This design comes from an exercise in tuning for small area, a short achievable clock period and few clock cycles on the open sky130 flow, not from production work.
Where RTL was checked, it was by simulation tests only, not by an equivalence proof against the original.
No functional check of the RTL was part of run 7.
Power and IR drop assume default switching activity.

### design.v
package evs_pkg;
  localparam logic [1:0] K_WT  = 2'd0;   
  localparam logic [1:0] K_GW  = 2'd1;   
  localparam logic [1:0] K_RT  = 2'd2;   
  localparam logic [1:0] K_SGL = 2'd3;   
endpackage
`timescale 1ns/1ps
module evs_finder_top (
  input  logic        clk,
  input  logic        reset,
  input  logic        cmd_start,
  input  logic [2:0]  cmd_op,
  input  logic [41:0] cmd_adr_target,
  input  logic [41:0] cmd_adr_search,
  input  logic [9:0]  cmd_threshold,
  input  logic [9:0]  cmd_wait_cycles,
  input  logic [3:0]  cmd_evs_wanted,
  input  logic [15:0] cmd_guess_limit,
  input  logic        cmd_large_page,
  output logic        mem_req_valid,
  output logic        mem_req_write,
  output logic [41:0] mem_req_addr,
  input  logic        mem_ack,
  input  logic [3:0]  evs_rd_index,
  output logic        op_done,
  output logic [9:0]  op_timing,
  output logic [3:0]  evs_count,
  output logic [41:0] evs_rd_data
);
  logic [41:0] target_q;
  logic [25:0] base_x;
  logic [15:0] end_q;        
  logic [9:0]  thr_q;
  logic [9:0]  wait_q;
  logic [3:0]  need_q;       
  logic        large_q;
  logic        idle;         
  logic        start;        
  logic        waitack;      
  logic        waitw;        
  logic        is_wb;        
  logic [1:0]  kind;         
  logic        req_valid;
  logic        req_write;
  logic [9:0]  lat;          
  logic [16:0] g;            
  logic [3:0]  count;
  logic [16:0] slot [15];
  logic [41:0] addr_q;
  logic        slow;
  logic        at_limit;
  logic        wait_hit;
  logic        rt_ack;
  logic        found;
  logic        rt_done;
  logic [9:0]  lat_inc;
  logic [16:0] rb_g;
  logic [16:0] g_inc;
  logic [16:0] sel_g;
  logic [25:0] hi_p1;
  logic [25:0] hi_sel;
  logic [41:0] gaddr;
  logic [15:0] srch_mid;
  assign slow     = (lat >= thr_q);
  assign at_limit = (g[15:0] == end_q);
  assign wait_hit = ((is_wb ? g[9:0] : lat) == wait_q);
  assign rt_ack   = waitack && mem_ack && (kind == evs_pkg::K_RT);
  assign found    = rt_ack && slow;
  assign rt_done  = rt_ack && ((slow && count == need_q) || at_limit);
  assign lat_inc  = (lat == 10'h3FF) ? lat : lat + 10'd1;
  assign g_inc    = g + 17'd1;
  always_comb begin
    rb_g = slot[14];
    for (int k = 0; k < 15; k++) begin
      if (evs_rd_index == 4'(k)) rb_g = slot[k];
    end
  end
  assign hi_p1[20:0]  = base_x[20:0] + 21'd1;
  assign hi_p1[25:21] = base_x[25:21] + {4'd0, large_q && (&base_x[20:0])};
  assign sel_g  = idle ? rb_g : ((kind == evs_pkg::K_RT) ? g_inc : g);
  assign hi_sel = sel_g[16] ? hi_p1 : base_x;
  assign gaddr  = large_q ? {hi_sel, sel_g[15:0]}
                          : {hi_sel[20:0], sel_g[15:0], base_x[25:21]};
  assign srch_mid = cmd_large_page ? cmd_adr_search[15:0] : cmd_adr_search[20:5];
  always_ff @(posedge clk) begin
    if (idle && cmd_start) begin
      target_q <= cmd_adr_target;
      base_x   <= cmd_large_page ? cmd_adr_search[41:16]
                                 : {cmd_adr_search[4:0], cmd_adr_search[41:21]};
      end_q    <= srch_mid + cmd_guess_limit;
      thr_q    <= cmd_threshold;
      wait_q   <= cmd_wait_cycles;
      need_q   <= (cmd_evs_wanted == 4'd0) ? 4'd0 : cmd_evs_wanted - 4'd1;
      large_q  <= cmd_large_page;
      is_wb    <= (cmd_op == 3'd2);
    end
  end
  always_ff @(posedge clk) begin
    if (reset) begin
      idle      <= 1'b1;
      start     <= 1'b0;
      waitack   <= 1'b0;
      waitw     <= 1'b0;
      req_valid <= 1'b0;
      lat       <= '0;
      count     <= '0;
    end else begin
      req_valid <= 1'b0;
      if (idle && cmd_start) begin
        count <= '0;
        if (!cmd_op[2]) begin
          idle  <= 1'b0;
          start <= 1'b1;
        end
      end
      if (start) begin
        start     <= 1'b0;
        waitack   <= 1'b1;
        req_valid <= 1'b1;
        lat       <= 10'd1;
      end
      if (waitack) begin
        if (!mem_ack) begin
          lat <= lat_inc;
        end else begin
          case (kind)
            evs_pkg::K_WT, evs_pkg::K_GW: begin
              waitack <= 1'b0;
              waitw   <= 1'b1;
              lat     <= '0;
            end
            evs_pkg::K_RT: begin
              if (found) count <= count + 4'd1;
              if (rt_done) begin
                waitack <= 1'b0;
                idle    <= 1'b1;
              end else begin
                req_valid <= 1'b1;
                lat       <= 10'd1;
              end
            end
            default: begin
              waitack <= 1'b0;
              if (is_wb) waitw <= 1'b1;
              else       idle  <= 1'b1;
            end
          endcase
        end
      end
      if (waitw) begin
        if (wait_hit) begin
          waitw <= 1'b0;
          if (kind == evs_pkg::K_SGL) begin
            idle <= 1'b1;
          end else begin
            waitack   <= 1'b1;
            req_valid <= 1'b1;
            lat       <= 10'd1;
          end
        end else if (!is_wb) begin
          lat <= lat_inc;
        end
      end
    end
  end
  always_ff @(posedge clk) begin
    if (idle && cmd_start) begin
      kind      <= (cmd_op == 3'd0) ? evs_pkg::K_WT : evs_pkg::K_SGL;
      req_write <= (cmd_op != 3'd3);
      g         <= {1'b0, srch_mid};
    end else if (waitack && mem_ack) begin
      if (kind == evs_pkg::K_WT) kind <= evs_pkg::K_GW;
      if (kind == evs_pkg::K_GW) kind <= evs_pkg::K_RT;
      if (kind == evs_pkg::K_RT) begin
        kind      <= slow ? evs_pkg::K_WT : evs_pkg::K_GW;
        req_write <= 1'b1;
        g         <= g_inc;
      end
      if (kind == evs_pkg::K_SGL) g <= '0;
    end else if (waitw) begin
      req_write <= (kind == evs_pkg::K_GW);
      if (is_wb) g <= g_inc;
    end
  end
  always_ff @(posedge clk) begin
    for (int k = 0; k < 15; k++) begin
      if (found && count == 4'(k)) slot[k] <= g;
    end
  end
  always_ff @(posedge clk) begin
    if (idle) begin
      addr_q <= gaddr;
    end else if (start) begin
      addr_q <= target_q;
    end else if (waitw) begin
      addr_q <= (kind == evs_pkg::K_GW) ? gaddr : target_q;
    end else if (waitack && kind == evs_pkg::K_RT) begin
      addr_q <= slow && mem_ack ? target_q : gaddr;
    end
  end
  assign op_done       = idle;
  assign op_timing     = lat;
  assign evs_count     = count;
  assign evs_rd_data   = addr_q;
  assign mem_req_valid = req_valid;
  assign mem_req_write = req_write;
  assign mem_req_addr  = addr_q;
endmodule
### constraint.sdc
create_clock -name core_clock -period 5.0 [get_ports {clk}]
set_input_delay 1.0000 -clock core_clock [delete_from_list [all_inputs] [get_ports {clk}]]
set_output_delay 1.0000 -clock core_clock [all_outputs]
set_load 0.01 [all_outputs]
### config.mk
export PLATFORM = sky130hd
export DESIGN_NAME = evs_finder_top
export DESIGN_NICKNAME = evs_finder_top
export VERILOG_FILES = /design/flow/design.v
export SDC_FILE = /design/flow/constraint.sdc
export NUM_CORES = 4
export LEC_CHECK = 0
export CAP_MARGIN = 20
export CORE_MARGIN = 2
export CORE_UTILIZATION = 40
export SLEW_MARGIN = 20
### run.sh
#!/bin/bash
# synth_recipe.tcl (not shown) runs the flow's synth.tcl, then flattens the netlist and writes it again
# the make line also repeats each setting of config.mk as NAME=value (left out here)
make -C /OpenROAD-flow-scripts/flow DESIGN_CONFIG=/design/flow/config.mk WORK_HOME=/design/flow/orfs CLKGATE_MAP_FILE= SYNTH_SCRIPT=/design/flow/synth_recipe.tcl finish
==> results.json, run 1 <==
{
  "grt-busiest-layer": "met2",
  "clock_sinks": 446,
  "synth_common_cells": "426 x edfxtp_1, 148 x nor2_1, 137 x nand2_1",
  "path_max_fanout": 12,
  "grt_usage": 0.2404,
  "power-per-cell-area_nw_per_um2": 348.5,
  "cp_top_family": "compound AO/OA/AOI/OAI gates",
  "portBuffers": 236,
  "cts_root_buffer": "clkbuf_16",
  "whs_ns": 0.5342,
  "use_met2": 0.3718,
  "status": "timing/DRC/antenna clean",
  "num_antenna_cells": 0,
  "cp.arrival_ns": 4.38,
  "synth_area_um2": 22680,
  "die_x_um": 242.1,
  "cts_resized": 0,
  "drc": 0,
  "netlist_instances": 1917,
  "io_pins": 237,
  "vias_per_cell": 5.890,
  "htreeDepth": 2,
  "num-fill-cells": 5009,
  "synth_area_leaders": "edfxtp_1 56%, mux2_2 3.3%, nor2_1 2.4%",
  "fin_crit_ns": 4.095,
  "path_class": "in -> reg",
  "die-area_um2": 58620,
  "dp_hpwl_um": 50520,
  "synthToLayoutAreaGrowth_pct": 20.09,
  "cp_common_cell": "buf_4",
  "synthMostInstantiatedCell": "edfxtp_1",
  "netlist-cell-type-count": 88,
  "hold_violations": 0,
  "ys_warn_count": 2,
  "num_rows": 87,
  "num_vias": 17130,
  "clock_path_buffers": 3,
  "synth_ff_type": "edfxtp_1",
  "worst_slew_pin_slew_ns": 1.155,
  "clkSlewWorstSetupHoldPaths_ns": 0.06,
  "grt_pass1_wl_um": 106400,
  "slowest_delay_ns": 0.76,
  "grt_use_met1": 0.3451,
  "synth-seq-cells": 446,
  "cp-end-kind": "register",
  "antenna_found_initial": 0,
  "cts_tree": "yes",
  "insertion_delay_ns": 0.59,
  "fmax_mhz": 244.2,
  "power_leakage_nw": 9.272,
  "path_buf_inv": 4,
  "hp-class": "reg -> reg",
  "grt-ovfl-total": 0,
  "drt_iter0_markers": 2165,
  "seq_area_frac_synth": 0.5817,
  "synth_top_area_share": 0.5640,
  "grt_pass1_vias": 16140,
  "synth_fp_nets": 2095,
  "post-cts-setup-buffer-count": 0,
  "fin_crit_sh": 0.8190,
  "vdd_ir_drop_max_mv": 0.2349,
  "grt_max_degree": 84,
  "numCtsBuffers": 49,
  "slowest_stage": "a222oi_1",
  "syn_area_per_cell_um2": 11.83,
  "worst_ep_required_time_ns": 5.29,
  "async_flop_share": 0,
  "place.gp.congestion": 0.9555,
  "die-height_um": 242.1,
  "rrSetupSlack_ns": 1.25,
  "avgRoutedWirePerCell_um": 24.78,
  "fin_skew_ns": 0.01170,
  "rsz0062_at_grt": "false",
  "setup_viol": 0,
  "slew_viol_final": 0,
  "yosysTopAreaCell": "edfxtp_1",
  "worst_setup_path_start_kind": "input port",
  "cp_cell_sequence": "clkdlybuf4s50_1 > buf_4 > clkinv_1 > a222oi_1 > a2111oi_4 > buf_4 > o21ai_0 > mux2i_1 > o311a_1 > a21oi_1",
  "initial_core_util": 0.4030,
  "dr.pass1.iters": 5,
  "layout-drive-gt1-share": 0.1180,
  "finalNetCount": 2296,
  "core-area_um2": 56280,
  "slew_headroom": 0.2229,
  "synth_edf_count": 426,
  "hold_buffers": 0,
  "met3_usage": 0.04298,
  "setup_tns_ns": 0,
  "wl_um": 72070,
  "maxCapViolCount": 0,
  "final_antenna_net_count": 0
}
placed cells by master, fill, tap and decap left out, types with 11 or more instances in the layout:
| cell type | synthesis | routed |
|---|---|---|
| and4_1 | 11 | 11 |
| nand2_1 | 137 | 137 |
| nor2b_1 | 31 | 31 |
| xor2_1 | 27 | 27 |
| nand3_1 | 44 | 44 |
| clkdlybuf4s50_1 | 0 | 232 |
| ha_1 | 41 | 41 |
| inv_1 | 42 | 41 |
| a21oi_1 | 98 | 98 |
| o211ai_1 | 15 | 15 |
| mux2i_1 | 44 | 44 |
| nand2b_1 | 26 | 26 |
| nor2_1 | 148 | 148 |
| o21ai_0 | 99 | 99 |
| clkinv_1 | 2 | 12 |
| o22ai_1 | 29 | 29 |
| buf_4 | 50 | 79 |
| o21a_1 | 14 | 13 |
| nand4_1 | 29 | 29 |
| nor3_1 | 60 | 56 |
| and3_1 | 19 | 19 |
| clkbuf_1 | 75 | 11 |
| a221oi_1 | 11 | 11 |
| xnor2_1 | 53 | 53 |
| a211oi_1 | 19 | 19 |
| clkbuf_16 | 0 | 49 |
| mux2_2 | 67 | 67 |
| a22oi_1 | 15 | 15 |
| dfxtp_1 | 20 | 20 |
| o31ai_1 | 11 | 11 |
| a31oi_1 | 27 | 27 |
| nor4_1 | 22 | 22 |
| edfxtp_1 | 426 | 426 |
area by class of cell:
cell class                 instances  area, um^2  share of cell area
tap                              756       945.9             0.03473
sequential                       446       13190              0.4844
inverter                          44       167.7            0.006156
multi-input combinational       1261        8477              0.3112
clock inverter                    24       202.7            0.007442
timing repair buffer             316        2970              0.1091
clock buffer                      61        1281             0.04704
registers in the layout, summed over array words and instances (netlist names), 2 cells and up:
signal and flops:
slot 255, addr_q 42, target_q 42, base_x 26
g 17, end_q 16, lat 10, thr_q 10
wait_q 10, count 4, need_q 4, kind 2
report_power, final:
part | internal, mW | leakage [nW] | switching (mW)
Combinational | 0.674 | 4.39 | 0.870
Clock | 1.96 | 0.720 | 1.49
Sequential | 4.35 | 4.16 | 0.152
worst paths after layout:
path,startpoint,endpoint,depth (start not counted)
setup / recovery,evs_rd_index[3],addr_q[40]$_DFFE_PP_,10
hold reg to reg,target_q[22]$_DFFE_PP_,addr_q[22]$_DFFE_PP_,2
setup reg to reg,base_x[2]$_DFFE_PP_,addr_q[40]$_DFFE_PP_,14
hold / removal,target_q[22]$_DFFE_PP_,addr_q[22]$_DFFE_PP_,2
worst min-delay path, delay by kind of cell (launching register included):
family	cells	cell delay [ns]
flops	1	0.32
simple gates	1	0.06
compound gates	1	0.06
metal layers:
layer,part of all wire,vias to the layer above,routed length (um)
li1,-,7663,-
met1,0.43,8378,30990
met2,0.45,954,32510
met3,0.091,134,6573
met4,0.028,0,1994
met5,0,-,0
per-stage QoR:
stage | utilization | instance area (um^2) | std cells | power (mW) | setup WS, ns
final | 0.4840 | 27240 | 2908 | 9.493 | 0.9050
after CTS | 0.4840 | 27240 | 2908 | 9.531 | 1.029
after floorplan | - | 22680 | 1917 | 5.403 | 0.01987
after global placement | 0.4576 | 25750 | 2823 | 6.088 | 0.5645
after global routing | 0.4840 | 27240 | 2908 | 9.810 | 0.7865
after detailed placement | 0.4576 | 25750 | 2823 | 6.105 | 0.4384
logic make-up (layout without fill, tap and decap cells):
logic type / count (synthesis) / after routing / share of synthesized area
and+or+nand+nor: 575 / 575 / 0.1261
xor gates and xnor gates: 80 / 80 / 0.03089
AOI/OAI and AO/OA: 441 / 441 / 0.1283
buffers and inverters: 210 / 445 / 0.04601
adders and majority gates: 42 / 42 / 0.02350
DFF: 446 / 446 / 0.5817
muxes: 123 / 123 / 0.06361
Testbench counts, summed over its fixed seeds: cycles 144,010.
==> run 2, diff against run 1 <==
--- a/config.mk
+++ b/config.mk
@@ -6,6 +6,8 @@
 export NUM_CORES = 4
 export LEC_CHECK = 0
+export ABC_CLOCK_PERIOD_IN_PS = 3000
 export CAP_MARGIN = 20
 export CORE_MARGIN = 2
 export CORE_UTILIZATION = 40
+export SETUP_SLACK_MARGIN = 1.5
 export SLEW_MARGIN = 20
==> run 2 against run 1 <==
  * Area after synthesis stayed put
  * Sequential cell count stayed put
  * Sequential power hardly changed
  * Die area stayed put
  * Final cell count is 0.58% higher
  * Via count is 0.67% lower
  * Clock power is 7.0% higher
  * Maximum frequency is 18% higher
  * Largest cell class unchanged
==> results.json, run 2 <==
{
  "status": "timing/DRC/antenna clean",
  "yosysTopAreaCell": "edfxtp_1",
  "die-area_um2": 58620,
  "synth_area_leaders": "edfxtp_1 56%, mux2_2 3.3%, nor2_1 2.4%",
  "cts_tree": "yes",
  "regMostFlops": "slot",
  "clkSlewWorstSetupHoldPaths_ns": 0.06,
  "worst_hold_startpoint": "target_q[2]$_DFFE_PP_",
  "slew_headroom": 0.2570,
  "min_path_cells": 2,
  "final_antenna_net_count": 0,
  "portBuffers": 236,
  "power_leakage_nw": 9.410,
  "num_antenna_cells": 0,
  "finalNetCount": 2306,
  "final_cell_mix": "426 x edfxtp_1, 231 x clkdlybuf4s50_1, 146 x nor2_1",
  "path_class": "in -> reg",
  "num-fill-cells": 5064,
  "vdd_ir_drop_max_mv": 0.2362,
  "placed_cells": 2823,
  "startpoint": "evs_rd_index[0]",
  "hp-class": "reg -> reg",
  "vias_per_cell": 5.817,
  "core-area_um2": 56280,
  "async_flop_share": 0,
  "die_x_um": 242.1,
  "layout-drive-gt1-share": 0.1337,
  "cts_root_buffer": "clkbuf_16",
  "seq_area_frac_synth": 0.5817,
  "fin_ws_ns": 1.517,
  "final_cells": 2925,
  "synthToLayoutAreaGrowth_pct": 21.39,
  "fin_crit_sh": 0.6966,
  "netlist-cell-type-count": 88,
  "path_max_fanout": 38,
  "hold_violations": 0,
  "synth-seq-cells": 446,
  "slew_viol_final": 0,
  "grt_pass1_wl_um": 106500,
  "worst_ep_required_time_ns": 5.34,
  "synthMostInstantiatedCell": "edfxtp_1",
  "avgRoutedWirePerCell_um": 24.70,
  "worst_slew_pin_slew_ns": 1.104,
  "num_vias": 17020,
  "dr.pass1.iters": 8,
  "ys_warn_count": 2,
  "numCtsBuffers": 50,
  "setup_viol": 0,
  "multi_input_area_um2": 8542,
  "initial_core_util": 0.4030,
  "io_pins": 237,
  "fin_skew_ns": 0.02350,
  "layout_commonest_cell": "edfxtp_1",
  "die-height_um": 242.1,
  "place.gp.congestion": 0.9182,
  "rsz0062_at_grt": "false",
  "hold_buffers": 0,
  "worst_setup_path_start_kind": "input port",
  "clock_path_buffers": 3,
  "synth_top_area_share": 0.5640,
  "dp_hpwl_um": 50540,
  "synth_area_um2": 22680,
  "synth_common_cells": "426 x edfxtp_1, 148 x nor2_1, 137 x nand2_1",
  "synth_fp_nets": 2095,
  "power.total_mw": 9.750,
  "regArea_um2": 13190,
  "grt-ovfl-total": 0,
  "htreeDepth": 2,
  "netlist_instances": 1917,
  "dpl_worst_slack_ns": 0.4621,
  "grt_max_degree": 76,
  "cp.arrival_ns": 3.82,
  "antenna_found_initial": 2,
  "num_rows": 87,
  "insertion_delay_ns": 0.60,
  "setup_tns_ns": 0,
  "clock_sinks": 446,
  "drt_iter0_markers": 1811,
  "grt_pass1_vias": 16640,
  "fmax_mhz": 287.1,
  "wl_um": 72260,
  "reg2reg_from": "base_x[4]$_DFFE_PP_",
  "maxCapViolCount": 0,
  "drc": 0,
  "fin_crit_ns": 3.483,
  "power-per-cell-area_nw_per_um2": 354.1,
  "synth_ff_type": "edfxtp_1",
  "reg_top3": "slot x255, addr_q x42, target_q x42",
  "worstRegToRegCells": 14,
  "synth_edf_count": 426,
  "syn_area_per_cell_um2": 11.83,
  "cp-end-kind": "register",
  "grt_usage": 0.2387,
  "rrSetupSlack_ns": 1.63,
  "largest_reg_flops": 255
}
[run 2: path summary, 6_finish.rpt]
kind / endpoint
worst min register to register: addr_q[2]$_DFFE_PP_
worst max register to register: addr_q[41]$_DFFE_PP_
worst max-delay path: addr_q[10]$_DFFE_PP_
worst min-delay path: addr_q[2]$_DFFE_PP_
[run 2: metal layers]
metal  vias to the layer above  part of all wire  global-route usage
met2                       823              0.46              0.3728
met5                         -           0.00018                   0
met1                      8394              0.43              0.3385
met3                       114             0.083             0.04597
li1                       7682                 -                   -
met4                         2             0.027             0.06954
[run 2: layout make-up]
type | count | area share
flip-flops and latches | 446 | 0.4792
clock buffers | 55 | 0.04613
clock inverters | 38 | 0.01304
repair buffers | 325 | 0.1109
inverters | 44 | 0.006135
well taps | 756 | 0.03436
multi-input cells | 1261 | 0.3102
[run 2: cell families after synthesis]
| group | after synthesis | synth area share |
|---|---|---|
| AO/OA/AOI/OAI | 441 | 0.1283 |
| adder cells (fa/ha/maj) | 42 | 0.02350 |
| flip-flops | 446 | 0.5817 |
| XOR/XNOR | 80 | 0.03089 |
| AND/OR/NAND/NOR | 575 | 0.1261 |
| multiplexers | 123 | 0.06361 |
| buffers and inverters | 210 | 0.04601 |
[run 2: what timing repair did]
action                     4_1_cts  5_1_grt
setup buffers                    3        6
gates resized for setup         16       12
pin swaps                        3        2
setup endpoints to repair       28      274
[run 2: through the flow]
step	cell area (um^2)	utilization	hold slack, ns
finish	27530	0.4892	0.5286
global route	27530	0.4892	0.5557
CTS	27450	0.4877	0.5358
detailed placement	25750	0.4576	0.5214
global placement	25750	0.4576	0.5130
floorplan	22710	-	0.4946
[run 2: power by group]
| group | switching, mW | internal [mW] |
|---|---|---|
| Combinational | 0.887 | 0.686 |
| Clock | 1.54 | 2.15 |
| Sequential | 0.141 | 4.35 |
[run 2: worst max-delay path, cell delays in order]
cell	delay [ns]
buf_6	0.28
buf_12	0.27
buf_4	0.30
mux2_2	0.39
a222oi_1	0.38
o221ai_1	0.19
a31oi_1	0.38
mux2i_1	0.18
a221o_1	0.40
==> run 3, diff against run 2 <==
--- a/config.mk
+++ b/config.mk
@@ -6,8 +6,7 @@
 export NUM_CORES = 4
 export LEC_CHECK = 0
-export ABC_CLOCK_PERIOD_IN_PS = 3000
 export CAP_MARGIN = 20
 export CORE_MARGIN = 2
-export CORE_UTILIZATION = 40
+export CORE_UTILIZATION = 60
 export SETUP_SLACK_MARGIN = 1.5
 export SLEW_MARGIN = 20
==> run 3 against run 2 <==
  * Still clean on timing, DRC and antenna
  * Final cell count is 9.0% lower
  * Via count is 1.6% higher
  * Synthesized cell count stayed put
  * Area after synthesis stayed put
  * Critical path depth is 1 higher
  * Routed wire length is 5.6% lower
  * Sequential share of layout area is 0.98 points higher
  * Clock skew is 0.0090 ns lower
  * Critical endpoint is now addr_q[12]$_DFFE_PP_
  * Highest routed layer unchanged
==> results.json, run 3 <==
{
  "status": "timing/DRC/antenna clean",
  "maxCapViolCount": 0,
  "rrSetupSlack_ns": 1.73,
  "fmax_mhz": 288.8,
  "slew_headroom": 0.2043,
  "netlist-cell-type-count": 88,
  "slew_viol_final": 0,
  "fin_crit_sh": 0.6926,
  "numCtsBuffers": 46,
  "hp-class": "reg -> reg",
  "grt_max_degree": 75,
  "reg_top3": "slot x255, addr_q x42, target_q x42",
  "layout-drive-gt1-share": 0.1245,
  "core-area_um2": 37490,
  "finalNetCount": 2298,
  "synth_ff_type": "edfxtp_1",
  "avgRoutedWirePerCell_um": 25.63,
  "grt_pass1_wl_um": 100900,
  "power.total_mw": 9.276,
  "clkSlewWorstSetupHoldPaths_ns": 0.06,
  "wl_um": 68250,
  "die-area_um2": 39370,
  "clock_sinks": 446,
  "cts_root_buffer": "clkbuf_16",
  "num-fill-cells": 2682,
  "placed_cells": 2573,
  "slowest_stage": "mux4_2",
  "netlist_instances": 1917,
  "place.gp.congestion": 0.9459,
  "synth_edf_count": 426,
  "synth_area_um2": 22680,
  "power-per-cell-area_nw_per_um2": 343.8,
  "cp-end-kind": "register",
  "hold_end": "addr_q[3]$_DFFE_PP_",
  "fin_ws_ns": 1.537,
  "vias_per_cell": 6.493,
  "synth_area_leaders": "edfxtp_1 56%, mux2_2 3.3%, nor2_1 2.4%",
  "async_flop_share": 0,
  "portBuffers": 236,
  "vdd_ir_drop_max_mv": 0.2519,
  "worst_hold_startpoint": "target_q[3]$_DFFE_PP_",
  "drt_iter0_markers": 2125,
  "drc": 0,
  "regMostFlops": "slot",
  "worstRegToRegCells": 11,
  "dpl_worst_slack_ns": 0.4401,
  "setup_viol": 0,
  "r2r-end": "addr_q[37]$_DFFE_PP_",
  "final_antenna_net_count": 0,
  "worst_setup_path_start_kind": "input port",
  "num_rows": 71,
  "synthToLayoutAreaGrowth_pct": 18.97,
  "switching_power_mw": 2.489,
  "die-height_um": 198.4,
  "cp.arrival_ns": 3.80,
  "reg2reg_from": "g[0]$_DFFE_PP_",
  "seq_area_frac_synth": 0.5817,
  "worst_slew_pin_slew_ns": 1.183,
  "internal_power_mw": 6.787,
  "clock_path_buffers": 3,
  "path_class": "in -> reg",
  "cp_top_family": "compound AO/OA/AOI/OAI gates",
  "die_x_um": 198.4,
  "fin_crit_ns": 3.463,
  "io_pins": 237,
  "synth_fp_nets": 2095,
  "num_antenna_cells": 0,
  "initial_core_util": 0.6050,
  "grt_usage": 0.3447,
  "layout_commonest_cell": "edfxtp_1",
  "largest_reg_flops": 255,
  "num_vias": 17290,
  "yosysTopAreaCell": "edfxtp_1",
  "slowest_delay_ns": 0.62,
  "antenna_found_initial": 2,
  "dr.pass1.iters": 6,
  "synth_top_area_share": 0.5640,
  "cp_cell_sequence": "buf_6 > buf_4 > mux4_2 > o221ai_1 > a21oi_1 > a2111oi_2 > buf_4 > o31ai_1 > o21ai_0 > a21oi_1",
  "power_leakage_nw": 9.276,
  "clkPwrFrac": 0.348,
  "insertion_delay_ns": 0.60,
  "setup_tns_ns": 0,
  "hold_violations": 0,
  "dp_hpwl_um": 46100,
  "grt-ovfl-total": 0,
  "synth_common_cells": "426 x edfxtp_1, 148 x nor2_1, 137 x nand2_1",
  "syn_area_per_cell_um2": 11.83,
  "fin_skew_ns": 0.01446,
  "seqPwrFrac": 0.484,
  "switching_share": 0.2683,
  "path_max_fanout": 35,
  "combPwrFrac": 0.169,
  "ys_warn_count": 2,
  "grt_pass1_vias": 16260,
  "synth-seq-cells": 446,
  "dpl-instance-area_um2": 25400,
  "path_buf_inv": 3,
  "final_cells": 2663,
  "min_path_cells": 2,
  "cts_tree": "yes",
  "synthMostInstantiatedCell": "edfxtp_1",
  "htreeDepth": 2,
  "worst_ep_required_time_ns": 5.33,
  "final_cell_mix": "426 x edfxtp_1, 230 x clkdlybuf4s50_1, 146 x nor2_1",
  "final_cell_area_um2": 26980,
  "rsz0062_at_grt": "true"
}
## run 3: logic make-up (layout without fill, tap and decap cells)
kind of cell	after synthesis	after routing	synth area share
simple gates	575	576	0.1261
buf+inv	210	443	0.04601
xor+xnor	80	80	0.03089
compound gates	441	442	0.1283
mux	123	123	0.06361
fa+ha+maj	42	42	0.02350
flops	446	446	0.5817
## run 3: worst max-delay path by stage
stage | startpoint | endpoint | slack, ns | cells past startpoint
after CTS | evs_rd_index[3] | addr_q[37]$_DFFE_PP_ | 1.50 | 11
after detailed placement | evs_rd_index[0] | addr_q[12]$_DFFE_PP_ | 0.44 | 10
after floorplan | cmd_large_page | end_q[14]$_DFFE_PP_ | 1.53 | 12
final | evs_rd_index[0] | addr_q[12]$_DFFE_PP_ | 1.54 | 10
after global placement | evs_rd_index[0] | addr_q[12]$_DFFE_PP_ | 0.42 | 10
after global routing | cmd_large_page | end_q[15]$_DFFE_PP_ | 1.49 | 12
## run 3: final cells by class
type / instances / area [um^2] / area share
flip-flops and latches: 446 / 13190 / 0.4890
multi-input cells: 1263 / 8598 / 0.3186
repair buffers: 319 / 3023 / 0.1120
clock buffers: 60 / 1204 / 0.04461
well taps: 511 / 639.4 / 0.02369
inverters: 44 / 167.7 / 0.006213
clock inverters: 20 / 157.7 / 0.005843
## run 3: metrics by stage
stage / util / hold WS (ns)
2_1_floorplan: - / 0.4946
3_3_place_gp: 0.6776 / 0.5122
3_5_place_dp: 0.6776 / 0.5114
4_1_cts: 0.7159 / 0.5322
5_1_grt: 0.7198 / 0.5602
6_report: 0.7198 / 0.5325
## run 3: per-layer routing
layer	up-vias	global-route usage	part of all wire
li1	7667	-	-
met4	4	0.09646	0.027
met3	135	0.06884	0.11
met1	8410	0.4974	0.41
met5	-	0	0.00034
met2	1075	0.5366	0.46
## run 3: power by group through the flow
| stage | clock (mW) | combinational [mW] | sequential (mW) |
|---|---|---|---|
| floorplan | 0 | 0.832 | 4.57 |
| global placement | 0 | 1.47 | 4.56 |
| detailed placement | 0 | 1.50 | 4.56 |
| CTS | 3.24 | 1.52 | 4.49 |
| global route | 3.38 | 1.66 | 4.50 |
| finish | 3.22 | 1.56 | 4.49 |
## run 3: worst reg2reg max path: cells and delay by family (launching register included)
| kind | cells | cell delay, ns |
|---|---|---|
| adder cells (fa/ha/maj) | 1 | 0.33 |
| flip-flops | 1 | 0.34 |
| multiplexers | 1 | 0.34 |
| buffers and inverters | 2 | 0.48 |
| AO/OA/AOI/OAI | 3 | 0.51 |
| AND/OR/NAND/NOR | 4 | 1.00 |
## run 3: what timing repair did
| item | in CTS | in global routing |
|---|---|---|
| setup endpoints to repair | 27 | 289 |
| hold buffers | 0 | 0 |
| buffers inserted | 1 | 7 |
| hold endpoints to repair | 0 | 0 |
| gates cloned | 1 | 1 |
| gates resized for setup | 16 | 22 |
| pin swaps | 1 | 4 |
==> run 4, diff against run 3 <==
--- a/config.mk
+++ b/config.mk
@@ -9,4 +9,4 @@
 export CORE_MARGIN = 2
 export CORE_UTILIZATION = 60
-export SETUP_SLACK_MARGIN = 1.5
+export SETUP_SLACK_MARGIN = 2.5
 export SLEW_MARGIN = 20
==> run 4 against run 3 <==
  * Still clean on timing, DRC and antenna
  * Final cell count is 8.3% higher
  * Sequential power barely moved
  * Register-to-register slack gained 0.24 ns
  * Sequential share of layout area shrank 7.5 points
  * Power grew 7.6%
  * Area after synthesis stayed put
  * Largest power group unchanged
  * Highest routed layer unchanged
==> results.json, run 4 <==
{
  "fin_crit_sh": 0.6353,
  "final_antenna_net_count": 0,
  "antenna_found_initial": 2,
  "fin_ws_ns": 1.824,
  "setup_viol": 0,
  "synth_edf_count": 426,
  "fin_crit_ns": 3.176,
  "async_flop_share": 0,
  "regArea_um2": 13240,
  "drt_iter0_markers": 3236,
  "cts_tree": "yes",
  "clkSlewWorstSetupHoldPaths_ns": 0.07,
  "final_cells": 2885,
  "num-fill-cells": 1877,
  "synth_top_family_by_area": "compound AO/OA/AOI/OAI gates",
  "die-area_um2": 39370,
  "hold_violations": 0,
  "worst_hold_startpoint": "target_q[22]$_DFFE_PP_",
  "seq_area_frac_synth": 0.5817,
  "grt_pass1_wl_um": 114200,
  "drc": 0,
  "dr.pass1.iters": 8,
  "yosysTopAreaCell": "edfxtp_1",
  "cp_cell_sequence": "buf_16 > buf_12 > nand2b_4 > o22ai_2 > a222oi_1 > a2111oi_4 > buf_6 > buf_12 > o21ai_4 > mux2_4 > a311oi_2 > o21ai_1",
  "synth_area_um2": 22680,
  "vdd_ir_drop_max_mv": 0.3214,
  "layout_commonest_cell": "edfxtp_1",
  "synth-compound-area-share": 0.1283,
  "synthAdderAreaFrac": 0.02350,
  "htreeDepth": 2,
  "dp_hpwl_um": 45500,
  "synthToLayoutAreaGrowth_pct": 41.21,
  "fmax_mhz": 314.8,
  "grt_max_degree": 93,
  "worst_setup_path_start_kind": "input port",
  "min_path_cells": 2,
  "maxCapViolCount": 0,
  "layout-drive-gt1-share": 0.3220,
  "path_class": "in -> reg",
  "die-height_um": 198.4,
  "power_leakage_nw": 11.67,
  "avgRoutedWirePerCell_um": 28.46,
  "slew_viol_final": 0,
  "clock_sinks": 446,
  "initial_core_util": 0.6050,
  "insertion_delay_ns": 0.60,
  "grt_pass1_vias": 18500,
  "fin_skew_ns": 0.02637,
  "num_vias": 19680,
  "regMostFlops": "slot",
  "r2r-end": "addr_q[38]$_DFFE_PP_",
  "cp-end-kind": "register",
  "slowest_delay_ns": 0.72,
  "synth-seq-cells": 446,
  "reg_top3": "slot x255, addr_q x42, target_q x42",
  "vias_per_cell": 6.823,
  "synthSimpleGateAreaFrac": 0.1261,
  "status": "timing/DRC/antenna clean",
  "rrSetupSlack_ns": 1.97,
  "numCtsBuffers": 46,
  "clock_path_buffers": 3,
  "cp_common_cell": "buf_12",
  "synthMostInstantiatedCell": "edfxtp_1",
  "synth_ff_type": "edfxtp_1",
  "hold_buffers": 0,
  "synth_mux_area_frac": 0.06361,
  "placed_cells": 2561,
  "syn_area_per_cell_um2": 11.83,
  "die_x_um": 198.4,
  "largest_reg_flops": 255,
  "worstRegToRegCells": 10,
  "netlist-cell-type-count": 88,
  "io_pins": 237,
  "finalNetCount": 2520,
  "ys_warn_count": 2,
  "synth_area_leaders": "edfxtp_1 56%, mux2_2 3.3%, nor2_1 2.4%",
  "path_max_fanout": 5,
  "multi_input_area_um2": 10510,
  "synth_fp_nets": 2095,
  "wl_um": 82100,
  "worst_ep_required_time_ns": 5.33,
  "final_cell_mix": "426 x edfxtp_1, 170 x buf_4, 128 x clkdlybuf4s50_1",
  "cp.arrival_ns": 3.51,
  "dpl_worst_slack_ns": 0.3413,
  "power-per-cell-area_nw_per_um2": 311.7,
  "grt-ovfl-total": 0,
  "slowest_stage": "a222oi_1",
  "worst_slew_pin_slew_ns": 1.158,
  "synth_xor_area_frac": 0.03089,
  "netlist_instances": 1917,
  "reg2reg_from": "slot[4][16]$_DFFE_PP_",
  "rsz0062_at_grt": "true",
  "core-area_um2": 37490,
  "setup_tns_ns": 0,
  "num_rows": 71,
  "cts_root_buffer": "clkbuf_16",
  "startpoint": "evs_rd_index[1]",
  "grt_usage": 0.3928,
  "synth_common_cells": "426 x edfxtp_1, 148 x nor2_1, 137 x nand2_1",
  "place.gp.congestion": 0.8927,
  "slew_headroom": 0.2273,
  "hold_end": "addr_q[22]$_DFFE_PP_",
  "synth_top_area_share": 0.5640,
  "portBuffers": 236,
  "hp-class": "reg -> reg"
}
-- run 4: timing repair --
action | in CTS | in global routing
cloned | 21 | 7
endpoints found under the setup margin | 527 | 439
pin swaps | 132 | 106
buffers inserted | 158 | 58
endpoints found under the hold margin | 0 | 0
resized for setup | 501 | 170
-- run 4: metrics by stage --
step	hold WS (ns)	cell area, um^2	util	power [mW]
2_1_floorplan	0.4946	23230	-	5.448
3_3_place_gp	0.5090	25670	0.6846	6.051
3_5_place_dp	0.5183	25670	0.6846	6.086
4_1_cts	0.5321	30650	0.8177	9.723
5_1_grt	0.5762	32030	0.8543	10.20
6_report	0.5364	32030	0.8543	9.982
-- run 4: how the worst max path moves through the flow --
stage               slack [ns]              endpoint  cells after the start
detailed placement        0.34  addr_q[18]$_DFFE_PP_                      8
finish                    1.82  addr_q[38]$_DFFE_PP_                     12
global route              1.82  addr_q[38]$_DFFE_PP_                     12
global placement          0.45  addr_q[18]$_DFFE_PP_                      8
floorplan                 1.75  addr_q[16]$_DFFE_PP_                     11
CTS                       2.12  addr_q[41]$_DFFE_PP_                     14
-- run 4: worst max-delay path: cells and delay by family --
kind                   cells  cell delay [ns]
AOI/OAI and AO/OA          6             1.51
buffers and inverters      4             0.60
muxes                      1             0.33
and+or+nand+nor            1             0.07
-- run 4: cell families after synthesis --
family,after synthesis
AO/OA/AOI/OAI,441
XOR/XNOR,80
adder cells (fa/ha/maj),42
buffers and inverters,210
flip-flops,446
multiplexers,123
AND/OR/NAND/NOR,575
-- run 4: power by group --
part / total (mW) / internal (mW) / switching [mW]
Sequential: 4.48 / 4.34 / 0.138
Combinational: 2.09 / 0.974 / 1.12
Clock: 3.41 / 1.92 / 1.49
Total: 9.98 / 7.24 / 2.74
-- run 4: layout make-up --
| cell class | instances | share of cell area |
|---|---|---|
| sequential | 446 | 0.4135 |
| multi-input combinational | 1265 | 0.3281 |
| timing repair buffer | 538 | 0.1864 |
| clock buffer | 63 | 0.03954 |
| tap | 511 | 0.01996 |
| inverter | 44 | 0.006759 |
| clock inverter | 16 | 0.005352 |
| timing repair inverter | 1 | 0.0002735 |
| antenna | 1 | 0.00007813 |
-- run 4: routing by layer --
metal  global-route usage  up-vias  share of wire
met5                    0        -        0.00022
met4               0.1705        2          0.054
met3              0.08935      372           0.14
met2               0.6214     1825           0.46
met1               0.5252     9349           0.35
li1                     -     8136              -
==> run 5, diff against run 4 <==
--- a/design.v
+++ b/design.v
@@ -29,5 +29,6 @@
 );
   logic [41:0] target_q;
-  logic [25:0] base_x;
+  logic [25:0] base_hi;      
+  logic [4:0]  base_lo;      
   logic [15:0] end_q;        
   logic [9:0]  thr_q;
@@ -46,5 +47,6 @@
   logic [16:0] g;            
   logic [3:0]  count;
-  logic [16:0] slot [15];
+  logic [15:0] slot [15];
+  logic [3:0]  wr_lo;
   logic [41:0] addr_q;
   logic        slow;
@@ -56,8 +58,10 @@
   logic [9:0]  lat_inc;
   logic [16:0] rb_g;
+  logic [15:0] rb_m;
   logic [16:0] g_inc;
   logic [16:0] sel_g;
   logic [25:0] hi_p1;
   logic [25:0] hi_sel;
+  logic [15:0] rb_grp [4];
   logic [41:0] gaddr;
   logic [15:0] srch_mid;
@@ -71,21 +75,28 @@
   assign g_inc    = g + 17'd1;
   always_comb begin
-    rb_g = slot[14];
-    for (int k = 0; k < 15; k++) begin
-      if (evs_rd_index == 4'(k)) rb_g = slot[k];
-    end
-  end
-  assign hi_p1[20:0]  = base_x[20:0] + 21'd1;
-  assign hi_p1[25:21] = base_x[25:21] + {4'd0, large_q && (&base_x[20:0])};
+    for (int j = 0; j < 4; j++) begin
+      case (evs_rd_index[1:0])
+        2'd0: rb_grp[j] = slot[4*j];
+        2'd1: rb_grp[j] = slot[4*j+1];
+        2'd2: rb_grp[j] = slot[4*j+2];
+        default: rb_grp[j] = (j == 3) ? slot[14] : slot[4*j+3];
+      endcase
+    end
+    rb_m = rb_grp[evs_rd_index[3:2]];
+    rb_g = {evs_rd_index >= wr_lo, rb_m};
+  end
+  assign hi_p1 = base_hi + (large_q ? 26'd1 : 26'd32);
   assign sel_g  = idle ? rb_g : ((kind == evs_pkg::K_RT) ? g_inc : g);
-  assign hi_sel = sel_g[16] ? hi_p1 : base_x;
-  assign gaddr  = large_q ? {hi_sel, sel_g[15:0]}
-                          : {hi_sel[20:0], sel_g[15:0], base_x[25:21]};
+  assign hi_sel = sel_g[16] ? hi_p1 : base_hi;
+  assign gaddr[41:21] = hi_sel[25:5];
+  assign gaddr[20:16] = large_q ? hi_sel[4:0]  : sel_g[15:11];
+  assign gaddr[15:5]  = large_q ? sel_g[15:5] : sel_g[10:0];
+  assign gaddr[4:0]   = large_q ? sel_g[4:0]  : base_lo;
   assign srch_mid = cmd_large_page ? cmd_adr_search[15:0] : cmd_adr_search[20:5];
   always_ff @(posedge clk) begin
     if (idle && cmd_start) begin
       target_q <= cmd_adr_target;
-      base_x   <= cmd_large_page ? cmd_adr_search[41:16]
-                                 : {cmd_adr_search[4:0], cmd_adr_search[41:21]};
+      base_hi  <= cmd_adr_search[41:16];
+      base_lo  <= cmd_adr_search[4:0];
       end_q    <= srch_mid + cmd_guess_limit;
       thr_q    <= cmd_threshold;
@@ -169,4 +180,5 @@
       req_write <= (cmd_op != 3'd3);
       g         <= {1'b0, srch_mid};
+      wr_lo     <= '0;
     end else if (waitack && mem_ack) begin
       if (kind == evs_pkg::K_WT) kind <= evs_pkg::K_GW;
@@ -176,4 +188,5 @@
         req_write <= 1'b1;
         g         <= g_inc;
+        if (slow && !g[16]) wr_lo <= count + 4'd1;
       end
       if (kind == evs_pkg::K_SGL) g <= '0;
@@ -185,5 +198,5 @@
   always_ff @(posedge clk) begin
     for (int k = 0; k < 15; k++) begin
-      if (found && count == 4'(k)) slot[k] <= g;
+      if (found && count == 4'(k)) slot[k] <= g[15:0];
     end
   end
--- a/config.mk
+++ b/config.mk
@@ -9,4 +9,4 @@
 export CORE_MARGIN = 2
 export CORE_UTILIZATION = 60
-export SETUP_SLACK_MARGIN = 2.5
+export SETUP_SLACK_MARGIN = 1.5
 export SLEW_MARGIN = 20
==> run 5 against run 4 <==
  * Die area fell by 9.2%
  * Maximum frequency fell by 4.8%
  * Clock skew fell by 0.012 ns
  * Register-to-register slack got worse by 0.31 ns
==> results.json, run 5 <==
{
  "status": "timing/DRC/antenna clean",
  "numCtsBuffers": 45,
  "drc": 0,
  "avgRoutedWirePerCell_um": 23.83,
  "ys_warn_count": 3,
  "setup_viol": 0,
  "finalNetCount": 1910,
  "power.total_mw": 8.885,
  "final_antenna_net_count": 0,
  "die-height_um": 189.1,
  "vias_per_cell": 6.098,
  "cts_root_buffer": "clkbuf_16",
  "cp_top_family": "simple AND/OR/NAND/NOR gates",
  "vdd_ir_drop_max_mv": 0.4377,
  "multi_input_area_um2": 6880,
  "die_x_um": 189.1,
  "combPwrFrac": 0.139,
  "rrSetupSlack_ns": 1.66,
  "layout-drive-gt1-share": 0.1332,
  "clock_path_buffers": 3,
  "layout_commonest_cell": "edfxtp_1",
  "slowest_stage": "edfxtp_1",
  "clock_sinks": 440,
  "cts_tree": "yes",
  "drt_iter0_markers": 1561,
  "cp_common_cell": "or3_1",
  "synth_edf_count": 416,
  "path_max_fanout": 12,
  "reg_top3": "slot x240, addr_q x42, target_q x42",
  "initial_core_util": 0.6116,
  "grt_pass1_wl_um": 78280,
  "placed_cells": 2119,
  "cp-end-kind": "register",
  "clkSlewWorstSetupHoldPaths_ns": 0.06,
  "worst_setup_path_start_kind": "register",
  "num_vias": 13510,
  "fmax_mhz": 299.6,
  "fin_skew_ns": 0.01483,
  "dpl_worst_slack_ns": 0.8056,
  "maxCapViolCount": 0,
  "power-per-cell-area_nw_per_um2": 357.3,
  "setup_tns_ns": 0,
  "slowest_delay_ns": 0.75,
  "worstRegToRegCells": 8,
  "hold_end": "wr_lo[0]$_SDFFE_PP0P_",
  "htreeDepth": 2,
  "core-area_um2": 33620,
  "switching_power_mw": 2.156,
  "die-area_um2": 35760,
  "synth_fp_nets": 1684,
  "fin_crit_ns": 3.337,
  "num_rows": 67,
  "syn_area_per_cell_um2": 13.69,
  "grt_pass1_vias": 12940,
  "netlist_instances": 1502,
  "hp-class": "reg -> reg",
  "switching_share": 0.2426,
  "final_cell_mix": "416 x edfxtp_1, 232 x clkdlybuf4s50_1, 109 x nand2_1",
  "io_pins": 237,
  "r2r-end": "addr_q[25]$_DFFE_PP_",
  "grt_use_met1": 0.4268,
  "insertion_delay_ns": 0.58,
  "worst_hold_startpoint": "wr_lo[0]$_SDFFE_PP0P_",
  "met3_usage": 0.05357,
  "dp_hpwl_um": 35400,
  "grt-busiest-layer": "met2",
  "async_flop_share": 0,
  "min_path_cells": 2,
  "num-fill-cells": 2176,
  "final_cells": 2215,
  "use_met2": 0.4555,
  "synth_common_cells": "416 x edfxtp_1, 110 x nand2_1, 92 x nor2_1",
  "synth_area_um2": 20560,
  "netlist-cell-type-count": 69,
  "worst_slew_pin_slew_ns": 1.018,
  "grt_usage": 0.2953,
  "cp.arrival_ns": 3.67,
  "fin_crit_sh": 0.6675,
  "power_leakage_nw": 8.630,
  "synth-seq-cells": 440,
  "largest_reg_flops": 240,
  "synthToLayoutAreaGrowth_pct": 20.95,
  "fin_ws_ns": 1.663,
  "place.gp.congestion": 0.9328,
  "slew_viol_final": 0,
  "wl_um": 52780,
  "portBuffers": 236,
  "regArea_um2": 12970,
  "whs_ns": 0.5093,
  "slew_headroom": 0.3213,
  "synth_area_leaders": "edfxtp_1 61%, mux4_2 5.8%, ha_1 2.7%",
  "synthMostInstantiatedCell": "edfxtp_1",
  "seq_area_frac_synth": 0.6310,
  "regMostFlops": "slot",
  "path_class": "reg -> reg",
  "yosysTopAreaCell": "edfxtp_1",
  "internal_power_mw": 6.729,
  "grt-ovfl-total": 0,
  "clkPwrFrac": 0.367,
  "worst_ep_required_time_ns": 5.33,
  "grt_max_degree": 82,
  "synth_top_area_share": 0.6076,
  "cp_cell_sequence": "nand2_2 > or3_1 > or3_1 > and3_4 > or4_4 > xor2_2 > a21oi_1 > a311o_1",
  "hold_violations": 0,
  "antenna_found_initial": 4,
  "rsz0062_at_grt": "false",
  "dr.pass1.iters": 7,
  "reg2reg_from": "g[5]$_DFFE_PP_",
  "synth_ff_type": "edfxtp_1",
  "path_buf_inv": 0,
  "seqPwrFrac": 0.494
}
## run 5: worst max path at each step
stage / slack [ns] / to / cells after the start / from
after detailed placement: 0.81 / end_q[14]$_DFFE_PP_ / 13 / cmd_large_page
after global placement: 0.87 / end_q[14]$_DFFE_PP_ / 13 / cmd_large_page
after global routing: 1.44 / end_q[14]$_DFFE_PP_ / 13 / cmd_adr_search[0]
after CTS: 1.51 / addr_q[25]$_DFFE_PP_ / 10 / g[0]$_DFFE_PP_
final: 1.66 / addr_q[25]$_DFFE_PP_ / 8 / g[5]$_DFFE_PP_
after floorplan: 0.83 / slot[1][0]$_DFFE_PP_ / 6 / mem_ack
## run 5: worst min-delay path: stages, from the launching register on
cell,delay (ns)
dfxtp_1,0.31
nor2_1,0.10
a211oi_1,0.05
## run 5: logic make-up (layout without fill, tap and decap cells)
family                     count (synthesis)  in the layout  synth area share
muxes                                    117            117           0.09074
xor gates and xnor gates                  97             97           0.04132
DFF                                      440            440            0.6310
and+or+nand+nor                          395            395           0.09512
adders and majority gates                 46             46           0.02836
buffers and inverters                    161            423           0.03931
AOI/OAI and AO/OA                        246            246           0.07419
other                                      0              3                 0
## run 5: repair_timing
action | 4_1_cts | 5_1_grt
hold buffers | 0 | 0
setup endpoints to repair | 5 | 154
gates resized for setup | 1 | 14
setup buffers | 1 | 9
## run 5: stage by stage
stage / instance area [um^2] / utilization
floorplan: 20620 / -
global placement: 23290 / 0.6930
detailed placement: 23290 / 0.6930
CTS: 24740 / 0.7359
global route: 24870 / 0.7398
finish: 24870 / 0.7398
## run 5: final cells by class
type,count,share of cell area
sequential,440,0.5217
multi-input combinational,901,0.2767
timing repair buffer,294,0.1139
clock buffer,61,0.05057
tap,448,0.02254
clock inverter,22,0.007195
inverter,46,0.007145
antenna,3,0.0003019
## run 5: power groups by stage
stage               Clock, mW  Combinational [mW]  Sequential (mW)
floorplan                   0               0.658             4.49
global placement            0                1.16             4.48
detailed placement          0                1.18             4.48
CTS                      3.29                1.19             4.40
global route             3.43                1.33             4.40
finish                   3.26                1.24             4.39
## run 5: routing by layer
| layer | part of all wire | wire (um) | vias up |
|---|---|---|---|
| li1 | - | - | 6131 |
| met1 | 0.41 | 21570 | 6505 |
| met2 | 0.46 | 24300 | 763 |
| met3 | 0.099 | 5203 | 107 |
| met4 | 0.032 | 1701 | 0 |
| met5 | 0 | 0 | - |
Testbench counts of run 5, summed over its fixed seeds: cycles 144,010.
==> run 6, diff against run 5 <==
==> flow/run.sh (new file) <==
#!/bin/bash
# The standard layout, with the smallest buffer on every port instead of the
# delay-cell buffer buffer_ports picks by default. The timing repair may still
# upsize any port buffer on a critical path.
set -euo pipefail
export BUFFER_PORTS_ARGS="-buffer_cell sky130_fd_sc_hd__buf_1"
bash standard.sh > standard_flow.log 2>&1
==> standard.sh (new file) <==
#!/bin/bash
# synth_recipe.tcl (not shown) runs the flow's synth.tcl, then flattens the netlist and writes it again
# the make line also repeats each setting of config.mk as NAME=value (left out here)
make -C /OpenROAD-flow-scripts/flow DESIGN_CONFIG=/design/flow/config.mk WORK_HOME=/design/flow/orfs CLKGATE_MAP_FILE= SYNTH_SCRIPT=/design/flow/synth_recipe.tcl "${@:-finish}"
removed: run.sh
==> run 6 against run 5 <==
  * Utilization decreased by 4.5 points
  * Combinational power down 18%
  * Sequential share of layout area up 3.4 points
  * Still clean on timing, DRC and antenna
  * Clock power shrank 3%
  * Non-clock buffer count shrank 1
  * Routed wire length decreased by 1.0%
  * Global-route usage decreased by 0.42 points
  * Area after synthesis did not move
==> results.json, run 6 <==
{
  "vias_per_cell": 6.086,
  "vdd_ir_drop_max_mv": 0.3012,
  "clock_path_buffers": 3,
  "cp-end-kind": "register",
  "cp_cell_sequence": "buf_4 > ha_4 > nand4_4 > or3_1 > or3_1 > and3_4 > or4_4 > xor2_2 > a21oi_1 > a311o_1",
  "rrSetupSlack_ns": 1.64,
  "place.gp.congestion": 0.8998,
  "synth_ff_type": "edfxtp_1",
  "grt_pass1_vias": 12830,
  "num_antenna_cells": 0,
  "netlist_instances": 1502,
  "largest_reg_flops": 240,
  "async_flop_share": 0,
  "slowest_delay_ns": 0.50,
  "crit_cells": 10,
  "setup_viol": 0,
  "path_buf_inv": 1,
  "grt-ovfl-total": 0,
  "synth-seq-cells": 440,
  "die-height_um": 189.1,
  "reg2reg_from": "g[1]$_DFFE_PP_",
  "synth_common_cells": "416 x edfxtp_1, 110 x nand2_1, 92 x nor2_1",
  "die_x_um": 189.1,
  "hp-class": "reg -> reg",
  "yosysTopAreaCell": "edfxtp_1",
  "layout-drive-gt1-share": 0.1277,
  "core-area_um2": 33620,
  "slew_viol_final": 0,
  "netlist-cell-type-count": 69,
  "path_max_fanout": 22,
  "fin_crit_sh": 0.6722,
  "synthToLayoutAreaGrowth_pct": 13.56,
  "finalNetCount": 1910,
  "dr.pass1.iters": 5,
  "fin_ws_ns": 1.639,
  "initial_core_util": 0.6116,
  "reg_top3": "slot x240, addr_q x42, target_q x42",
  "die-area_um2": 35760,
  "io_pins": 237,
  "fin_skew_ns": 0.01519,
  "num_vias": 13450,
  "syn_area_per_cell_um2": 13.69,
  "synth_top_area_share": 0.6076,
  "portBuffers": 236,
  "rsz0062_at_grt": "false",
  "synth_edf_count": 416,
  "clkSlewWorstSetupHoldPaths_ns": 0.06,
  "seq_area_frac_synth": 0.6310,
  "regMostFlops": "slot",
  "synth_area_um2": 20560,
  "maxCapViolCount": 0,
  "startpoint": "g[1]$_DFFE_PP_",
  "drt_iter0_markers": 1357,
  "num-fill-cells": 2447,
  "fmax_mhz": 297.5,
  "final_antenna_net_count": 0,
  "power-per-cell-area_nw_per_um2": 366.7,
  "grt_pass1_wl_um": 76850,
  "dpl_worst_slack_ns": 1.073,
  "whs_ns": 0.5126,
  "slowest_stage": "or4_4",
  "htreeDepth": 2,
  "synth_area_leaders": "edfxtp_1 61%, mux4_2 5.8%, ha_1 2.7%",
  "cts_root_buffer": "clkbuf_16",
  "insertion_delay_ns": 0.58,
  "worst_setup_path_start_kind": "register",
  "min_path_cells": 2,
  "dpl-instance-area_um2": 21840,
  "synthMostInstantiatedCell": "edfxtp_1",
  "final_cell_area_um2": 23350,
  "wl_um": 52220,
  "power_leakage_nw": 7.956,
  "cp_top_family": "simple AND/OR/NAND/NOR gates",
  "worst_ep_required_time_ns": 5.32,
  "ys_warn_count": 3,
  "cp.arrival_ns": 3.68,
  "r2r-end": "addr_q[25]$_DFFE_PP_",
  "status": "timing/DRC/antenna clean",
  "path_class": "reg -> reg",
  "crit_end": "addr_q[25]$_DFFE_PP_",
  "layout_commonest_cell": "edfxtp_1",
  "grt_usage": 0.2910,
  "clock_sinks": 440,
  "cp_common_cell": "or3_1",
  "cts_tree": "yes",
  "avgRoutedWirePerCell_um": 23.63,
  "num_rows": 67,
  "final_cell_mix": "416 x edfxtp_1, 234 x buf_1, 109 x nand2_1",
  "worst_slew_pin_slew_ns": 1.026,
  "synth_fp_nets": 1684,
  "dp_hpwl_um": 34580,
  "grt_max_degree": 97,
  "worstRegToRegCells": 10,
  "slew_headroom": 0.3157,
  "hold_violations": 0,
  "fin_crit_ns": 3.361,
  "drc": 0,
  "setup_tns_ns": 0,
  "numCtsBuffers": 45,
  "antenna_found_initial": 1
}
run 6: cell count changes in the layout (fill, tap and decap cells not counted), moves of 2 or more:
cell	delta
buf_6	-2
buf_12	+3
clkdlybuf4s50_1	-232
clkinv_1	+2
diode_2	-3
buf_4	-2
buf_1	+234
clkbuf_8	-4
run 6: layout make-up:
cell class	instances	area, um^2	area share
Sequential cell	440	12970	0.5556
Multi-Input combinational cell	902	6882	0.2947
Timing Repair Buffer	293	1394	0.05970
Clock buffer	57	1181	0.05059
Tap cell	448	560.5	0.02401
Clock inverter	24	180.2	0.007717
Inverter	46	177.7	0.007610
run 6: per-layer routing:
metal,vias up,part of all wire,GRT usage
met4,2,0.030,0.09495
met3,98,0.10,0.06284
met1,6543,0.42,0.4325
met2,685,0.45,0.4328
met5,-,0.00021,0
li1,6121,-,-
run 6: worst min-delay path by stage:
stage | start | endpoint | slack [ns]
after detailed placement | wr_lo[1]$_SDFFE_PP0P_ | wr_lo[1]$_SDFFE_PP0P_ | 0.49
after global routing | wr_lo[1]$_SDFFE_PP0P_ | wr_lo[1]$_SDFFE_PP0P_ | 0.52
final | wr_lo[1]$_SDFFE_PP0P_ | wr_lo[1]$_SDFFE_PP0P_ | 0.51
after CTS | wr_lo[1]$_SDFFE_PP0P_ | wr_lo[1]$_SDFFE_PP0P_ | 0.51
after global placement | wr_lo[1]$_SDFFE_PP0P_ | wr_lo[1]$_SDFFE_PP0P_ | 0.48
after floorplan | wr_lo[1]$_SDFFE_PP0P_ | wr_lo[1]$_SDFFE_PP0P_ | 0.46
run 6: metrics by stage:
step	util	cells	power, mW
after floorplan	-	1502	5.146
after global placement	0.6496	2115	5.445
after detailed placement	0.6496	2115	5.460
after CTS	0.6904	2197	8.579
after global routing	0.6945	2210	8.843
final	0.6945	2210	8.561
run 6: cells by family after synthesis:
| logic type | after synthesis | share of synthesized area |
|---|---|---|
| AND/OR/NAND/NOR | 395 | 0.09512 |
| buffers and inverters | 161 | 0.03931 |
| adder cells (fa/ha/maj) | 46 | 0.02836 |
| flip-flops | 440 | 0.6310 |
| XOR/XNOR | 97 | 0.04132 |
| multiplexers | 117 | 0.09074 |
| AO/OA/AOI/OAI | 246 | 0.07419 |
run 6: what timing repair did:
action,4_1_cts,5_1_grt
pin swaps,0,1
gates resized for setup,1,5
hold buffers,0,0
buffers inserted,1,12
endpoints found under the setup margin,17,92
cloned,0,1
run 6: where the power goes:
| part | total, mW | switching [mW] | internal, mW |
|---|---|---|---|
| sequential | 4.40 | 0.116 | 4.28 |
| combinational | 1.02 | 0.644 | 0.374 |
| clock | 3.15 | 1.37 | 1.77 |
run 6: worst min-delay path: cells and delay by family, from the launching register on:
family / cells / cell delay [ns]
multiplexers: 1 / 0.07
flip-flops: 1 / 0.34
AND/OR/NAND/NOR: 1 / 0.07
==> run 7, diff against run 6 <==
--- a/design.v
+++ b/design.v
@@ -46,4 +46,5 @@
   logic [9:0]  lat;          
   logic [16:0] g;            
+  logic        g_full;       
   logic [3:0]  count;
   logic [15:0] slot [15];
@@ -73,5 +74,5 @@
   assign rt_done  = rt_ack && ((slow && count == need_q) || at_limit);
   assign lat_inc  = (lat == 10'h3FF) ? lat : lat + 10'd1;
-  assign g_inc    = g + 17'd1;
+  assign g_inc    = {g[16] | g_full, g[15:0] + 16'd1};
   always_comb begin
     for (int j = 0; j < 4; j++) begin
@@ -180,4 +181,5 @@
       req_write <= (cmd_op != 3'd3);
       g         <= {1'b0, srch_mid};
+      g_full    <= &srch_mid;
       wr_lo     <= '0;
     end else if (waitack && mem_ack) begin
@@ -188,4 +190,5 @@
         req_write <= 1'b1;
         g         <= g_inc;
+        g_full    <= (g[15:0] == 16'hFFFE);
         if (slow && !g[16]) wr_lo <= count + 4'd1;
       end
@@ -201,14 +204,10 @@
     end
   end
-  always_ff @(posedge clk) begin
-    if (idle) begin
-      addr_q <= gaddr;
-    end else if (start) begin
-      addr_q <= target_q;
-    end else if (waitw) begin
-      addr_q <= (kind == evs_pkg::K_GW) ? gaddr : target_q;
-    end else if (waitack && kind == evs_pkg::K_RT) begin
-      addr_q <= slow && mem_ack ? target_q : gaddr;
-    end
+  logic addr_tgt;
+  assign addr_tgt = !idle && (start
+                           || (waitw && kind != evs_pkg::K_GW)
+                           || (waitack && kind == evs_pkg::K_RT && slow && mem_ack));
+  always_ff @(posedge clk) begin
+    addr_q <= addr_tgt ? target_q : gaddr;
   end
   assign op_done       = idle;
==> run 7 against run 6 <==
  * Area after synthesis fell by 1.5%
  * Count of clock-buffer cells in the layout rose by 4
  * Clock skew rose by 0.0081 ns
  * Highest routed layer unchanged
==> results.json, run 7 <==
{
  "grt_pass1_vias": 12390,
  "grt-ovfl-total": 0,
  "final_cell_mix": "375 x edfxtp_1, 233 x buf_1, 74 x nand2_1",
  "antenna_found_initial": 1,
  "place.gp.congestion": 0.9279,
  "reg_top3": "slot x240, addr_q x42, target_q x42",
  "path_class": "in -> reg",
  "grt_max_degree": 79,
  "die_x_um": 187.7,
  "netlist-cell-type-count": 77,
  "die-height_um": 187.7,
  "synth_common_cells": "375 x edfxtp_1, 74 x nand2_1, 66 x dfxtp_1",
  "synth_edf_count": 375,
  "hold_buffers": 0,
  "seq_area_frac_synth": 0.6214,
  "syn_area_per_cell_um2": 14.15,
  "num_vias": 12670,
  "rsz0062_at_grt": "false",
  "setup_tns_ns": 0,
  "power-per-cell-area_nw_per_um2": 381.3,
  "route.met3.wl_um": 3436,
  "finalNetCount": 1823,
  "synth_top_area_share": 0.5561,
  "dp_hpwl_um": 32830,
  "cts_root_buffer": "clkbuf_16",
  "synthMostInstantiatedCell": "edfxtp_1",
  "fin_skew_ns": 0.02329,
  "drt_iter0_markers": 1159,
  "io_pins": 237,
  "avgRoutedWirePerCell_um": 22.97,
  "final_antenna_net_count": 0,
  "clock_path_buffers": 3,
  "regMostFlops": "slot",
  "core-area_um2": 33360,
  "initial_core_util": 0.6069,
  "setup_viol": 0,
  "clkSlewWorstSetupHoldPaths_ns": 0.06,
  "power.total_mw": 8.731,
  "maxCapViolCount": 0,
  "vias_per_cell": 5.961,
  "clock_sinks": 441,
  "portBuffers": 236,
  "cp.arrival_ns": 3.84,
  "layout_commonest_cell": "edfxtp_1",
  "grt_pass1_wl_um": 73970,
  "largest_reg_flops": 240,
  "worst_slew_pin_slew_ns": 1.092,
  "cts_tree": "yes",
  "async_flop_share": 0,
  "wl_met1_um": 20620,
  "top_layer": "met5",
  "num_rows": 67,
  "fmax_mhz": 296.1,
  "synth_area_um2": 20250,
  "power_leakage_nw": 7.979,
  "worst_setup_path_start_kind": "input port",
  "wl_met2_um": 23400,
  "synthToLayoutAreaGrowth_pct": 13.09,
  "layout-drive-gt1-share": 0.1413,
  "worst_ep_required_time_ns": 5.47,
  "dr.pass1.iters": 5,
  "vdd_ir_drop_max_mv": 0.3318,
  "num_antenna_cells": 0,
  "status": "timing/DRC/antenna clean",
  "die-area_um2": 35230,
  "netlist_instances": 1431,
  "fin_crit_sh": 0.6753,
  "synth_fp_nets": 1614,
  "slew_headroom": 0.2685,
  "numCtsBuffers": 45,
  "cp-end-kind": "register",
  "synth-seq-cells": 441,
  "hp-class": "reg -> reg",
  "yosysTopAreaCell": "edfxtp_1",
  "ys_warn_count": 3,
  "slew_viol_final": 0,
  "insertion_delay_ns": 0.59,
  "hold_violations": 0,
  "path_max_fanout": 55,
  "fin_crit_ns": 3.377,
  "wl_um": 48820,
  "htreeDepth": 2,
  "drc": 0,
  "synth_area_leaders": "edfxtp_1 56%, dfxtp_1 6.5%, mux4_2 6.2%",
  "synth_ff_type": "edfxtp_1",
  "grt_usage": 0.2784
}
## run 7: cell types whose count changed in the layout (fill, tap and decap cells not counted), moves of 16 or more
| cell | before | now |
|---|---|---|
| o21ai_1 | 2 | 26 |
| mux2i_1 | 39 | 58 |
| buf_4 | 50 | 34 |
| nand2_1 | 109 | 74 |
| dfxtp_1 | 24 | 66 |
| o21ai_0 | 88 | 36 |
| edfxtp_1 | 416 | 375 |
| nor2_1 | 91 | 65 |
| inv_1 | 42 | 59 |
## run 7: final cells by class
class | instances | area, um^2
sequential | 441 | 12580
clock inverter | 23 | 292.8
tap | 448 | 560.5
fill | 2418 | 10470
multi-input combinational | 818 | 6814
clock buffer | 61 | 1227
timing repair buffer | 272 | 1187
inverter | 62 | 235.2
## run 7: path summary, 6_finish.rpt
path,startpoint,endpoint,slack [ns],cells past startpoint
max reg2reg,lat[0]$_SDFF_PP0_,slot[13][4]$_DFFE_PP_,1.67,10
max,evs_rd_index[1],addr_q[0]$_DFF_P_,1.62,7
min reg2reg,target_q[29]$_DFFE_PP_,addr_q[29]$_DFF_P_,0.45,1
min,target_q[29]$_DFFE_PP_,addr_q[29]$_DFF_P_,0.45,1
## run 7: kinds of logic (layout without fill, tap and decap cells)
logic type | after synthesis | in the layout | share of synthesized area
flops | 441 | 441 | 0.6214
simple gates | 308 | 308 | 0.07724
compound gates | 203 | 203 | 0.06353
buf+inv | 172 | 418 | 0.04455
mux | 168 | 168 | 0.1241
xor+xnor | 92 | 92 | 0.03979
fa+ha+maj | 47 | 47 | 0.02941
## run 7: worst max-delay path: stages
cell	delay [ns]
buf_2	0.61
buf_12	0.38
mux4_2	0.36
mux4_2	0.53
a21oi_1	0.43
o21ai_0	0.18
mux2_2	0.31
## run 7: metal layers
layer  vias up  GRT usage
li1       5803          -
met1      6232     0.3922
met2       543     0.4517
met3        87    0.04061
met4         2    0.09055
met5         -          0
## run 7: what timing repair did
| item | 4_1_cts | 5_1_grt |
|---|---|---|
| pin swaps | 1 | 0 |
| setup endpoints to repair | 53 | 42 |
| gates resized for setup | 4 | 3 |
| setup buffers | 1 | 0 |
| hold endpoints to repair | 0 | 0 |
## run 7: power by group
part | internal (mW) | switching [mW]
sequential | 4.21 | 0.166
clock | 2.04 | 1.41
combinational | 0.370 | 0.529
## run 7: per-stage QoR
step	cells	area [um^2]	worst slack, ns	utilization	hold slack (ns)
detailed placement	2040	21360	0.7365	0.6402	0.4364
global route	2125	22900	1.521	0.6863	0.4650
CTS	2125	22890	1.598	0.6861	0.4512
floorplan	1431	20290	1.484	-	0.4251
finish	2125	22900	1.623	0.6863	0.4544
global placement	2040	21360	0.8736	0.6402	0.4328

## re-timing with driven ports
In the flow no input, the clock included, has a driving cell. The finished layouts below were timed again as built, in two steps.
Step 1 assumes that a clkbuf_16 drives the clock port and a buf_2 every other input.
Step 2 also shifts input and output timing later by t, the mid clock arrival at the registers, as if the neighbouring blocks saw the same clock.
Slacks: no drivers / after step 1 / after step 2; pairs: no drivers / after step 1.
| run | shift t [ns] | setup WS [ns] | worst register clock-pin slew, ns | worst data-port slew with drivers (ns) |
|---|---|---|---|---|
| run 1 | 0.649 | 0.905 / 0.945 / 0.296 | 0.06 / 0.06 | 0.08 |
| run 2 | 0.657 | 1.517 / 1.544 / 0.887 | 0.07 / 0.07 | 0.09 |
| run 3 | 0.652 | 1.537 / 1.558 / 0.906 | 0.07 / 0.07 | 0.07 |
| run 4 | 0.647 | 1.824 / 1.578 / 0.932 | 0.07 / 0.07 | 0.35 |
| run 5 | 0.631 | 1.663 / 1.663 / 1.079 | 0.06 / 0.06 | 0.09 |
| run 6 | 0.625 | 1.639 / 1.639 / 1.079 | 0.06 / 0.06 | 0.06 |
| run 7 | 0.629 | 1.623 / 1.622 / 0.994 | 0.07 / 0.07 | 0.08 |
After both steps setup and hold are still met in every run listed. For run 4, which loses most, drivers alone change the setup slack by -0.246 ns; drivers and shift together by -0.892 ns.
